Context: an optimization exercise on an open-source flow, tuned for small area, a short achievable clock period and few clock cycles. The choices shown serve that exercise and are no tape-out recipe.
Only simulation tests tie the RTL to the original design; equivalence was not proved.
Power and IR drop assume default switching activity.

## rvCore
module rvCore #(
    parameter int addrBits = 10
) (
    input  logic                CLK,
    input  logic                rstN,
    input  logic [31:0]         instr,
    output logic [addrBits-1:0] instrAddr,
    output logic                ramWe,
    output logic [9:0]          ramAddr,    
    output logic [31:0]         ramWdata,
    input  logic [31:0]         ramRdata,
    output logic [31:0]         gpio
);
Size in the first run: ~4500 cells after synthesis, ~1200 flip-flops, roughly 57000 um2 of cells after synthesis.
==> flow/config.mk <==
export PLATFORM = sky130hd
export DESIGN_NAME = rvCore
export DESIGN_NICKNAME = rvCore
export VERILOG_FILES = /design/flow/design.v
export SDC_FILE = /design/flow/constraint.sdc
export NUM_CORES = 4
export LEC_CHECK = 0
export CAP_MARGIN = 20
export CORE_MARGIN = 2
export CORE_UTILIZATION = 40
export SETUP_SLACK_MARGIN = 4.0
export SLEW_MARGIN = 20
==> flow/constraint.sdc <==
create_clock -name core_clock -period 7.0 [get_ports {CLK}]
set_input_delay 1.4000 -clock core_clock [delete_from_list [all_inputs] [get_ports {CLK}]]
set_output_delay 1.4000 -clock core_clock [all_outputs]
set_load 0.01 [all_outputs]
run.sh (not shown) runs the stock make flow with config.mk's settings and CLKGATE_MAP_FILE= SYNTH_SCRIPT=/design/flow/synth_recipe.tcl, a recipe that flattens the netlist after the stock synthesis.
The starting point ran to the end with no violations.
Testbench counts at the start, summed over its fixed seeds: cycles 20,124.
Then changed:
SETUP_SLACK_MARGIN = default   (was 4.0)
Effect: The new run ran to the end with no violations. Sequential share of layout area goes up by 3.8 points. Synthesized area does not change. Cell count goes down by 4.5%. Critical path depth goes down by 6. Synthesized cell count is unchanged. Routed wire length goes down by 3.2%.

---

Another version of the RTL of rvCore (not shown whole).
Size in the first run: about 6200 cells after synthesis, ~1300 flip-flops, about 150 I/O pins, about 0.061 mm2 of cells after synthesis.
make LEC_CHECK=0 ABC_AREA=1 CAP_MARGIN=20 CELL_PAD_IN_SITES_DETAIL_PLACEMENT=1 CELL_PAD_IN_SITES_GLOBAL_PLACEMENT=2 CORE_MARGIN=2 CORE_UTILIZATION=30 PLACE_DENSITY=0.45 SETUP_SLACK_MARGIN=4.5 SLEW_MARGIN=20 TNS_END_PERCENT=1 finish   # period 7.0 ns
The starting point ran to the end with no violations.
Testbench counts at the start, summed over its fixed seeds: cycles 20,124.
==> next run, changes <==
Settings changed: SETUP_SLACK_MARGIN 4.5 to 5.0.
What happened: The changed run ran to the end with no violations. Total power goes up by 2.4%. Wire length goes up by 5.1%. Final area goes up by 6.1%. Utilization goes up by 2.2 points. Setup slack improved by 240 ps. Critical path depth goes up by 1. Die area is unchanged.
==> next run, changes <==
==> flow/flow/run.sh (new file) <==
#!/bin/bash
# The standard layout (standard.sh, all ORFS steps from synthesis to finish)
# with one change: buffer_ports gives every input and output port a buf_2
# buffer instead of the delay cell (clkdlybuf4s50) it picks by default.
# ORFS writes each step's full log under orfs/logs/; make's own output goes
# to standard_make.log here.
set -euo pipefail
export BUFFER_PORTS_ARGS="-buffer_cell sky130_fd_sc_hd__buf_2"
bash standard.sh > standard_make.log 2>&1
==> flow/standard.sh (new file) <==
#!/bin/bash
# synth_recipe.tcl (not shown) runs the flow's synth.tcl, then flattens the netlist and writes it again
# the make line also repeats each setting of config.mk as NAME=value (left out here)
make -C /OpenROAD-flow-scripts/flow DESIGN_CONFIG=/design/flow/config.mk WORK_HOME=/design/flow/orfs CLKGATE_MAP_FILE= SYNTH_SCRIPT=/design/flow/synth_recipe.tcl "${@:-finish}"
removed: flow/run.sh
Area after synthesis stays the same; core utilization went down by 1.1 points; worst setup slack degrades by 15 ps; final cell count went down by 1.3%; critical path depth is unchanged; routed wire length went down by 5.7%; non-clock buffer count went down by 127; final area went down by 3.0%; clock power went up by 4.0%; sequential power is about the same; total power barely changes.

---

alpha:
rvCore, a different RTL version from the one above (not shown whole).
For scale: roughly 6,200 cells after synthesis, about 150 I/O pins.
export LEC_CHECK = 0
export ABC_AREA = 1
export CAP_MARGIN = 20
export CELL_PAD_IN_SITES_DETAIL_PLACEMENT = 1
export CELL_PAD_IN_SITES_GLOBAL_PLACEMENT = 2
export CORE_MARGIN = 2
export CORE_UTILIZATION = 30
export CTS_CLUSTER_DIAMETER = 80
export CTS_CLUSTER_SIZE = 20
export PLACE_DENSITY = 0.45
export SETUP_SLACK_MARGIN = 5.0
export SLEW_MARGIN = 20
export TNS_END_PERCENT = 0
create_clock -name core_clock -period 7.0 [get_ports {CLK}]
standard.sh (not shown) runs the stock make flow with config.mk's settings and CLKGATE_MAP_FILE= SYNTH_SCRIPT=/design/flow/synth_recipe.tcl, a recipe that flattens the netlist after the stock synthesis.
==> flow/flow/run.sh <==
#!/bin/bash
# The standard layout (standard.sh, all ORFS steps from synthesis to finish)
# with one change: buffer_ports gives every input and output port a buf_2
# buffer instead of the delay cell (clkdlybuf4s50) it picks by default.
# ORFS writes each step's full log under orfs/logs/; make's own output goes
# to standard_make.log here.
set -euo pipefail
export BUFFER_PORTS_ARGS="-buffer_cell sky130_fd_sc_hd__buf_2"
bash standard.sh > standard_make.log 2>&1
Testbench counts of alpha, summed over its fixed seeds: cycles 20,124.
> inputs changed (alpha -> beta)
# alpha
export LEC_CHECK = 0
export ABC_AREA = 1
export CAP_MARGIN = 20
export CELL_PAD_IN_SITES_DETAIL_PLACEMENT = 1
export CELL_PAD_IN_SITES_GLOBAL_PLACEMENT = 2
export CORE_MARGIN = 2
export CORE_UTILIZATION = 30
export CTS_CLUSTER_DIAMETER = 80
export CTS_CLUSTER_SIZE = 20
export PLACE_DENSITY = 0.45
export SETUP_SLACK_MARGIN = 5.0
export SLEW_MARGIN = 20
export TNS_END_PERCENT = 0
create_clock -name core_clock -period 7.0 [get_ports {CLK}]
# beta
export LEC_CHECK = 0
export ABC_AREA = 1
export CAP_MARGIN = 20
export CELL_PAD_IN_SITES_DETAIL_PLACEMENT = 1
export CELL_PAD_IN_SITES_GLOBAL_PLACEMENT = 2
export CORE_MARGIN = 2
export CORE_UTILIZATION = 50
export CTS_CLUSTER_DIAMETER = 80
export CTS_CLUSTER_SIZE = 20
export PLACE_DENSITY = 0.45
export SETUP_SLACK_MARGIN = 5.0
export SLEW_MARGIN = 20
export TNS_END_PERCENT = 0
create_clock -name core_clock -period 7.0 [get_ports {CLK}]
Cmp beta vs alpha: switching component of the power lower in beta
What beta reported for count of clock-buffer cells in the layout has to be multiplied by 0.908 to get the figure for alpha.
Capture point of the worst path: regs.regs[29][14] -> beta, eB[24] -> alpha
alpha -> beta: number of nets in the synthesized netlist delta 0, exact match

==> separate check: timing with driven ports <==
No port has a modelled driver above. Below, the same layouts with a new extraction and two added sets of constraints.
Step 1 assumes that a clkbuf_16 drives the clock port and a buf_2 every other input.
Step 2 moves the port delays by t, midway between the first and last clock arrival at a register: inputs arrive t later, outputs are due t later. That takes back most of the time a late clock gives input paths.
a / b / c = no drivers / after step 1 / after step 2; a / b = the first two.
| run | t (ns) | slack for setup (ns) | worst slew at a driven data input, ns |
|---|---|---|---|
| the first run of note 1 | 0.848 | 3.418 / 3.418 / 3.300 | 0.14 |
| the second run of note 1 | 0.849 | 2.241 / 2.241 / 2.241 | 0.13 |
| the first run of note 2 | 0.919 | 3.813 / 3.813 / 3.086 | 0.12 |
| the second run of note 2 | 0.916 | 4.049 / 4.036 / 3.164 | 0.10 |
| the third run of note 2 | 0.901 | 4.035 / 4.035 / 3.422 | 0.10 |
| alpha | 0.875 | 4.069 / 4.069 / 3.417 | 0.12 |
| beta | 0.821 | 4.111 / 4.111 / 3.378 | 0.11 |
After both steps every run listed still meets setup and hold. For the second run of note 2, which loses most, drivers alone change the setup slack by -0.013 ns; drivers and shift together by -0.885 ns.
